Context: an optimization exercise on an open-source flow, tuned for small area. The choices shown serve that exercise and are no tape-out recipe.
Where RTL was checked, it was by simulation tests only, not by an equivalence proof against the original.

==> run D: inputs <==
==> flow/design.v <==
module pfiform_rotate #(
    parameter int LANES  = 32,
    parameter int LANE_W = 8,
    parameter int DIR    = 0
) (
    input  logic [4:0]              shift,
    input  logic [LANES*LANE_W-1:0] din,
    output logic [LANES*LANE_W-1:0] dout_n
);
    logic [LANES*LANE_W-1:0] s1_n;
    logic [LANES*LANE_W-1:0] s2_n;
    logic [3:0]              h1_n;
    logic [3:0]              h2_n;
    always_comb begin
        for (int j = 0; j < 4; j++) begin
            h1_n[j] = (shift[2:1] != 2'(j));
            h2_n[j] = (shift[4:3] != 2'(j));
        end
    end
    pfiform_rot2i #(.LANES(LANES), .LANE_W(LANE_W), .SH(1), .DIR(DIR)) u_s0 (
        .sel (shift[0]), .din (din), .dout_n (s1_n));
    pfiform_rot4n #(.LANES(LANES), .LANE_W(LANE_W), .SH(2), .DIR(DIR)) u_s1 (
        .h_n (h1_n), .x_n (s1_n), .y_n (s2_n));
    pfiform_rot4n #(.LANES(LANES), .LANE_W(LANE_W), .SH(8), .DIR(DIR)) u_s2 (
        .h_n (h2_n), .x_n (s2_n), .y_n (dout_n));
endmodule
module pfiform_rot2i #(
    parameter int LANES  = 32,
    parameter int LANE_W = 8,
    parameter int SH     = 1,
    parameter int DIR    = 0
) (
    input  logic                    sel,
    input  logic [LANES*LANE_W-1:0] din,
    output logic [LANES*LANE_W-1:0] dout_n
);
    localparam int OFS = DIR ? SH : (LANES - SH);
    always_comb begin
        for (int l = 0; l < LANES; l++) begin
            dout_n[l*LANE_W +: LANE_W] = ~(sel ? din[((l + OFS) % LANES)*LANE_W +: LANE_W]
                                               : din[l*LANE_W +: LANE_W]);
        end
    end
endmodule
module pfiform_rot4n #(
    parameter int LANES  = 32,
    parameter int LANE_W = 8,
    parameter int SH     = 1,
    parameter int DIR    = 0
) (
    input  logic [3:0]              h_n,
    input  logic [LANES*LANE_W-1:0] x_n,
    output logic [LANES*LANE_W-1:0] y_n
);
    localparam int W = LANES * LANE_W;
    logic [3:0][W-1:0] src_n;
    logic [3:0][W-1:0] hs_n;
    logic [1:0][W-1:0] pair;
    always_comb begin
        for (int j = 0; j < 4; j++) begin
            hs_n[j] = {W{h_n[j]}};
            for (int l = 0; l < LANES; l++) begin
                src_n[j][l*LANE_W +: LANE_W] =
                    x_n[((l + (DIR ? j * SH : LANES - j * SH)) % LANES)*LANE_W +: LANE_W];
            end
        end
    end
    pfiform_pair_sel #(.W(W)) u_p0 (
        .a_n (hs_n[0]), .b_n (src_n[0]), .c_n (hs_n[1]), .d_n (src_n[1]), .y (pair[0]));
    pfiform_pair_sel #(.W(W)) u_p1 (
        .a_n (hs_n[2]), .b_n (src_n[2]), .c_n (hs_n[3]), .d_n (src_n[3]), .y (pair[1]));
    assign y_n = ~(pair[0] | pair[1]);
endmodule
module pfiform_bank_sel #(
    parameter int LANES  = 32,
    parameter int LANE_W = 8
) (
    input  logic [LANES-1:0][3:0]           hot_n,
    input  logic [3:0][LANES*LANE_W-1:0]    q_n,
    output logic [LANES*LANE_W-1:0]         y_n
);
    localparam int W = LANES * LANE_W;
    logic [3:0][W-1:0] hs_n;
    logic [1:0][W-1:0] pair;
    always_comb begin
        for (int b = 0; b < 4; b++) begin
            for (int l = 0; l < LANES; l++) begin
                hs_n[b][l*LANE_W +: LANE_W] = {LANE_W{hot_n[l][b]}};
            end
        end
    end
    pfiform_pair_sel #(.W(W)) u_p0 (
        .a_n (hs_n[0]), .b_n (q_n[0]), .c_n (hs_n[1]), .d_n (q_n[1]), .y (pair[0]));
    pfiform_pair_sel #(.W(W)) u_p1 (
        .a_n (hs_n[2]), .b_n (q_n[2]), .c_n (hs_n[3]), .d_n (q_n[3]), .y (pair[1]));
    assign y_n = ~(pair[0] | pair[1]);
endmodule
module pfiform_rot_last #(
    parameter int LANES  = 32,
    parameter int LANE_W = 8
) (
    input  logic [LANES-1:0]        sel_lo_n,
    input  logic [LANES-1:0]        sel_hi_n,
    input  logic [LANES*LANE_W-1:0] x_n,
    output logic [LANES*LANE_W-1:0] dout
);
    localparam int W = LANES * LANE_W;
    logic [W-1:0] lo_n;
    logic [W-1:0] hi_n;
    logic [W-1:0] src_hi_n;
    always_comb begin
        for (int k = 0; k < LANES; k++) begin
            lo_n[k*LANE_W +: LANE_W]     = {LANE_W{sel_lo_n[k]}};
            hi_n[k*LANE_W +: LANE_W]     = {LANE_W{sel_hi_n[k]}};
            src_hi_n[k*LANE_W +: LANE_W] = x_n[((k + LANES / 2) % LANES)*LANE_W +: LANE_W];
        end
    end
    pfiform_pair_sel #(.W(W)) u_p (
        .a_n (lo_n), .b_n (x_n), .c_n (hi_n), .d_n (src_hi_n), .y (dout));
endmodule
module pfiform_pair_sel #(
    parameter int W = 256
) (
    input  logic [W-1:0] a_n,
    input  logic [W-1:0] b_n,
    input  logic [W-1:0] c_n,
    input  logic [W-1:0] d_n,
    output logic [W-1:0] y
);
    assign y = ~((a_n | b_n) & (c_n | d_n));
endmodule
module pfiform_therm (
    input  logic [4:0]  x,
    output logic [31:0] gt
);
    logic [31:0] g;
    logic [31:0] gn;
    always_comb begin
        g = '0;
        for (int k = 0; k < 5; k++) begin
            gn = '0;
            for (int l = 0; l < (2 << k); l++) begin
                if (l & (1 << k)) gn[l] = x[k] & g[l & ((1 << k) - 1)];
                else              gn[l] = x[k] | g[l];
            end
            g = gn;
        end
        gt = g;
    end
endmodule
module pfiform_gearbox #(
    parameter int LANES  = 32,
    parameter int LANE_W = 8,
    parameter int DEPTH  = 128
) (
    input  logic                       i_core_clk,
    input  logic                       i_rx_rst,
    input  logic                       i_flush,
    input  logic                       JoinEnable,
    output logic                       JoinPermit,
    input  logic [$clog2(LANES + 1)-1:0]    JoinAmount,
    input  logic [LANES*LANE_W-1:0]    JoinData,
    input  logic                       PopPermit,
    input  logic [$clog2(LANES + 1)-1:0]    PopAmount,
    output logic                       PopEnable,
    output logic [LANES*LANE_W-1:0]    PopData,
    output logic [$clog2(LANES + 1)-1:0]    PopCount,
    output logic [$clog2(DEPTH + 1)-1:0]    Level,
    output logic                       ProtErr
);
    localparam int W  = LANES * LANE_W;
    localparam int CW = $clog2(LANES + 1);
    localparam int LW = $clog2(DEPTH + 1);
    localparam int PW = $clog2(DEPTH);
    localparam int OW = $clog2(LANES);
    localparam int NB = DEPTH / LANES;
    localparam int BW = $clog2(NB);
    localparam int RG = 1;             
    localparam logic [CW-1:0] LANES_C  = CW'(LANES);
    localparam logic [LW:0]   ROOM_MAX = (LW + 1)'(DEPTH - LANES);
    localparam logic IDLE  = 1'b0;
    localparam logic DRAIN = 1'b1;
    logic          state;
    logic [PW-1:0] wr_ptr;
    logic [PW-1:0] pop_ptr;    
    logic          join_ok;
    logic          pop_ok;
    logic          join_fire;
    logic          pop_full;
    logic          pop_part;
    logic          prot_hit;
    logic [CW-1:0] join_n;
    logic [CW-1:0] pop_n;
    assign JoinPermit = (state == IDLE) && ({1'b0, Level} <= ROOM_MAX);
    assign join_ok   = (JoinAmount != '0) && (JoinAmount <= LANES_C);
    assign pop_ok    = (PopAmount != '0) && (PopAmount <= LANES_C);
    assign join_fire = JoinEnable && JoinPermit && join_ok;
    assign pop_full  = PopPermit && pop_ok && (Level >= LW'(PopAmount));
    assign pop_part  = PopPermit && pop_ok && (state == DRAIN) && (Level != '0) &&
                       (Level < LW'(PopAmount));
    assign pop_n  = pop_full ? PopAmount : (pop_part ? Level[CW-1:0] : '0);
    assign join_n = join_fire ? JoinAmount : '0;
    assign prot_hit = (JoinEnable && (!JoinPermit || !join_ok)) || (PopPermit && !pop_ok);
    assign PopEnable = (PopCount != '0);
    logic [OW-1:0]              wr_off;
    logic [BW-1:0]              wr_bank;
    logic [NB-1:0]              wr_bank_hot;
    logic [W-1:0]               wr_rot_n;
    logic [OW:0]                wr_end;
    logic [LANES-1:0]           wr_gt_off;
    logic [LANES-1:0]           wr_gt_end;
    logic [LANES-1:0]           wr_win;
    logic [NB-1:0][LANES-1:0]   wr_en;
    logic [NB-1:0][W-1:0]       mem_n;
    assign wr_off  = wr_ptr[OW-1:0];
    assign wr_bank = wr_ptr[PW-1:OW];
    assign wr_end  = {1'b0, wr_off} + (OW + 1)'(JoinAmount);
    pfiform_rotate #(
        .LANES  (LANES),
        .LANE_W (LANE_W),
        .DIR    (0)
    ) u_wr_rot (
        .shift  (wr_off),
        .din    (JoinData),
        .dout_n (wr_rot_n)
    );
    pfiform_therm u_wr_t0 (.x (wr_off),          .gt (wr_gt_off));
    pfiform_therm u_wr_t1 (.x (wr_end[OW-1:0]),  .gt (wr_gt_end));
    always_comb begin
        for (int b = 0; b < NB; b++) begin
            wr_bank_hot[b] = (wr_bank == BW'(b));
        end
        for (int l = 0; l < LANES; l++) begin
            wr_win[l] = join_fire &&
                        (wr_end[OW] ? (!wr_gt_off[l] || wr_gt_end[l]) : (!wr_gt_off[l] && wr_gt_end[l]));
        end
        for (int b = 0; b < NB; b++) begin
            for (int l = 0; l < LANES; l++) begin
                wr_en[b][l] = wr_win[l] &&
                              (wr_gt_off[l] ? wr_bank_hot[(b + NB - 1) % NB] : wr_bank_hot[b]);
            end
        end
    end
    always_ff @(posedge i_core_clk) begin
        for (int b = 0; b < NB; b++) begin
            for (int l = 0; l < LANES; l++) begin
                if (wr_en[b][l]) begin
                    mem_n[b][l*LANE_W +: LANE_W] <= wr_rot_n[l*LANE_W +: LANE_W];
                end
            end
        end
    end
    logic [OW-1:0]              rd_off;
    logic [BW-1:0]              rd_bank;
    logic [RG-1:0][NB-1:0]      rd_bank_hot;
    logic [LANES-1:0]           rd_gt_off;
    logic [LANES-1:0]           cnt_gt;
    logic [LANES-1:0][NB-1:0]   rd_hot_n;
    logic [3:0]                 rd_h1_n;
    logic [3:0]                 rd_h2_n;
    logic [LANES-1:0]           rd_lo_n;
    logic [LANES-1:0]           rd_hi_n;
    logic [W-1:0]               rd_s0_n;
    logic [W-1:0]               rd_s1_n;
    logic [W-1:0]               rd_s2_n;
    assign rd_off  = pop_ptr[OW-1:0];
    assign rd_bank = pop_ptr[PW-1:OW];
    logic [PW-1:0]              rd_ptr_now;
    logic [LANES-1:0]           rd_gt_nxt;
    assign rd_ptr_now = pop_ptr + PW'(PopCount);
    pfiform_therm u_rd_t0 (.x (rd_ptr_now[OW-1:0]), .gt (rd_gt_nxt));
    always_ff @(posedge i_core_clk) begin
        rd_gt_off <= rd_gt_nxt;
        for (int g = 0; g < RG; g++) begin
            for (int b = 0; b < NB; b++) begin
                rd_bank_hot[g][b] <= (rd_ptr_now[PW-1:OW] == BW'(b));
            end
        end
        for (int j = 0; j < 4; j++) begin
            rd_h1_n[j] <= (rd_ptr_now[1:0] != 2'(j));
            rd_h2_n[j] <= (rd_ptr_now[3:2] != 2'(j));
        end
    end
    pfiform_therm u_rd_t1 (.x (PopCount[OW-1:0]),   .gt (cnt_gt));
    always_comb begin
        for (int l = 0; l < LANES; l++) begin
            for (int b = 0; b < NB; b++) begin
                rd_hot_n[l][b] = !(rd_gt_off[l] ? rd_bank_hot[l / (LANES / RG)][(b + NB - 1) % NB]
                                                : rd_bank_hot[l / (LANES / RG)][b]);
            end
        end
        for (int k = 0; k < LANES; k++) begin
            rd_lo_n[k] = !((PopCount[OW] || cnt_gt[k]) && !rd_off[OW-1]);
            rd_hi_n[k] = !((PopCount[OW] || cnt_gt[k]) &&  rd_off[OW-1]);
        end
    end
    pfiform_bank_sel #(
        .LANES  (LANES),
        .LANE_W (LANE_W)
    ) u_rd_sel (
        .hot_n (rd_hot_n),
        .q_n   (mem_n),
        .y_n   (rd_s0_n)
    );
    pfiform_rot4n #(.LANES(LANES), .LANE_W(LANE_W), .SH(1), .DIR(1)) u_rd_s1 (
        .h_n (rd_h1_n), .x_n (rd_s0_n), .y_n (rd_s1_n));
    pfiform_rot4n #(.LANES(LANES), .LANE_W(LANE_W), .SH(4), .DIR(1)) u_rd_s2 (
        .h_n (rd_h2_n), .x_n (rd_s1_n), .y_n (rd_s2_n));
    pfiform_rot_last #(
        .LANES  (LANES),
        .LANE_W (LANE_W)
    ) u_rd_last (
        .sel_lo_n (rd_lo_n),
        .sel_hi_n (rd_hi_n),
        .x_n      (rd_s2_n),
        .dout     (PopData)
    );
    logic [LW-1:0] lvl_j;
    logic [LW-1:0] lvl_p;
    logic [LW-1:0] lvl_jp;
    logic [LW-1:0] lvl_nxt;
    assign lvl_j  = Level + LW'(JoinAmount);
    assign lvl_p  = Level - LW'(PopAmount);
    assign lvl_jp = Level + LW'(JoinAmount) - LW'(PopAmount);
    always_comb begin
        if (pop_part)
            lvl_nxt = LW'(join_n);
        else if (pop_full)
            lvl_nxt = join_fire ? lvl_jp : lvl_p;
        else
            lvl_nxt = join_fire ? lvl_j : Level;
    end
    always_ff @(posedge i_core_clk) begin
        if (i_rx_rst) begin
            state    <= IDLE;
            wr_ptr   <= '0;
            pop_ptr  <= '0;
            PopCount <= '0;
            Level    <= '0;
            ProtErr  <= 1'b0;
        end else begin
            wr_ptr   <= wr_ptr + PW'(join_n);
            pop_ptr  <= rd_ptr_now;
            PopCount <= pop_n;
            Level    <= lvl_nxt;
            ProtErr  <= ProtErr | prot_hit;
            case (state)
                IDLE:    if (i_flush && (Level != '0)) state <= DRAIN;
                DRAIN:   if (Level == '0) state <= IDLE;
                default: state <= IDLE;
            endcase
        end
    end
endmodule
==> flow/flow/run.sh <==
#!/bin/bash
# The standard layout (the standard.sh: standard synthesis, then ORFS to finish), with one
# change: the buffers that ORFS puts on every input and output port are plain
# sky130_fd_sc_hd__buf_1 cells (the resizer may still upsize them) instead of the delay cell that
# buffer_ports picks by default. The full make output goes to standard_run.log.
set -euo pipefail
bash standard.sh BUFFER_PORTS_ARGS="-buffer_cell sky130_fd_sc_hd__buf_1" finish > standard_run.log 2>&1
==> flow/standard.sh <==
#!/bin/bash
# synth_recipe.tcl (not shown) runs the flow's synth.tcl, then flattens the netlist and writes it again
# the make line also repeats each setting of config.mk as NAME=value (left out here)
make -C /OpenROAD-flow-scripts/flow DESIGN_CONFIG=/design/flow/config.mk WORK_HOME=/design/flow/orfs CLKGATE_MAP_FILE= SYNTH_SCRIPT=/design/flow/synth_recipe.tcl "${@:-finish}"
==> flow/config.mk <==
export PLATFORM = sky130hd
export DESIGN_NAME = pfiform_gearbox
export DESIGN_NICKNAME = pfiform_gearbox
export VERILOG_FILES = /design/flow/design.v
export SDC_FILE = /design/flow/constraint.sdc
export NUM_CORES = 4
export LEC_CHECK = 0
export CAP_MARGIN = 20
export CORE_MARGIN = 2
export CORE_UTILIZATION = 65
export SLEW_MARGIN = 20
export SYNTH_HIERARCHICAL = 1
export SYNTH_MINIMUM_KEEP_SIZE = 0
==> flow/constraint.sdc <==
create_clock -name core_clock -period 5.0 [get_ports {i_core_clk}]
set_input_delay 1.0000 -clock core_clock [delete_from_list [all_inputs] [get_ports {i_core_clk}]]
set_output_delay 1.0000 -clock core_clock [all_outputs]
set_load 0.01 [all_outputs]
==> inputs of run H, as changes to run D <==
--- a/flow/design.v
+++ b/flow/design.v
@@ -176,5 +176,4 @@
     localparam int NB = DEPTH / LANES;
     localparam int BW = $clog2(NB);
-    localparam int RG = 1;             
     localparam logic [CW-1:0] LANES_C  = CW'(LANES);
     localparam logic [LW:0]   ROOM_MAX = (LW + 1)'(DEPTH - LANES);
@@ -252,7 +251,5 @@
     end
     logic [OW-1:0]              rd_off;
-    logic [BW-1:0]              rd_bank;
-    logic [RG-1:0][NB-1:0]      rd_bank_hot;
-    logic [LANES-1:0]           rd_gt_off;
+    logic [LANES-1:0][BW-1:0]   rd_lane_bank;
     logic [LANES-1:0]           cnt_gt;
     logic [LANES-1:0][NB-1:0]   rd_hot_n;
@@ -265,15 +262,13 @@
     logic [W-1:0]               rd_s2_n;
     assign rd_off  = pop_ptr[OW-1:0];
-    assign rd_bank = pop_ptr[PW-1:OW];
     logic [PW-1:0]              rd_ptr_now;
     logic [LANES-1:0]           rd_gt_nxt;
-    assign rd_ptr_now = pop_ptr + PW'(PopCount);
+    logic [BW-1:0]              rd_bank_inc;
+    assign rd_ptr_now  = pop_ptr + PW'(PopCount);
+    assign rd_bank_inc = rd_ptr_now[PW-1:OW] + BW'(1);
     pfiform_therm u_rd_t0 (.x (rd_ptr_now[OW-1:0]), .gt (rd_gt_nxt));
     always_ff @(posedge i_core_clk) begin
-        rd_gt_off <= rd_gt_nxt;
-        for (int g = 0; g < RG; g++) begin
-            for (int b = 0; b < NB; b++) begin
-                rd_bank_hot[g][b] <= (rd_ptr_now[PW-1:OW] == BW'(b));
-            end
+        for (int l = 0; l < LANES; l++) begin
+            rd_lane_bank[l] <= rd_gt_nxt[l] ? rd_bank_inc : rd_ptr_now[PW-1:OW];
         end
         for (int j = 0; j < 4; j++) begin
@@ -286,6 +281,5 @@
         for (int l = 0; l < LANES; l++) begin
             for (int b = 0; b < NB; b++) begin
-                rd_hot_n[l][b] = !(rd_gt_off[l] ? rd_bank_hot[l / (LANES / RG)][(b + NB - 1) % NB]
-                                                : rd_bank_hot[l / (LANES / RG)][b]);
+                rd_hot_n[l][b] = (rd_lane_bank[l] != BW'(b));
             end
         end
Settings changed: CAP_MARGIN 20 to 30, CORE_UTILIZATION 65 to 60, CTS_CLUSTER_DIAMETER set to 80, CTS_CLUSTER_SIZE set to 30, SETUP_SLACK_MARGIN set to 0.4, SLEW_MARGIN 20 to 30.
==> summary of the runs <==
Run D failed in 5_1_grt. Run H produced a clean layout.
Synthesized area: run D is smaller than run H (0.46%).
Against run D, the synthesized cell count of run H is higher by 0.64%.
The RTL of run D was laid out without a check of its function.

static timing again, ports no longer ideal:
No port has a modelled driver above. Below, the same layout with a new extraction and two added sets of constraints.
Step 1: set_driving_cell puts a clkbuf_16 on i_core_clk and a buf_2 on each other input, an assumption about the parent block.
Step 2 moves the port delays by t, midway between the first and last clock arrival at a register: inputs arrive t later, outputs are due t later. That takes back most of the time a late clock gives input paths.
Three values: no drivers, after step 1, after step 2; two values: the first two.
run: run H
shift t [ns]: 0.772
setup WS [ns]: 0.249 / 0.169 / 0.193
pins driven straight from the clock port: 1
After both steps run H still meets setup and hold. For run H, drivers alone change the setup slack by -0.080 ns; drivers and shift together by -0.056 ns.
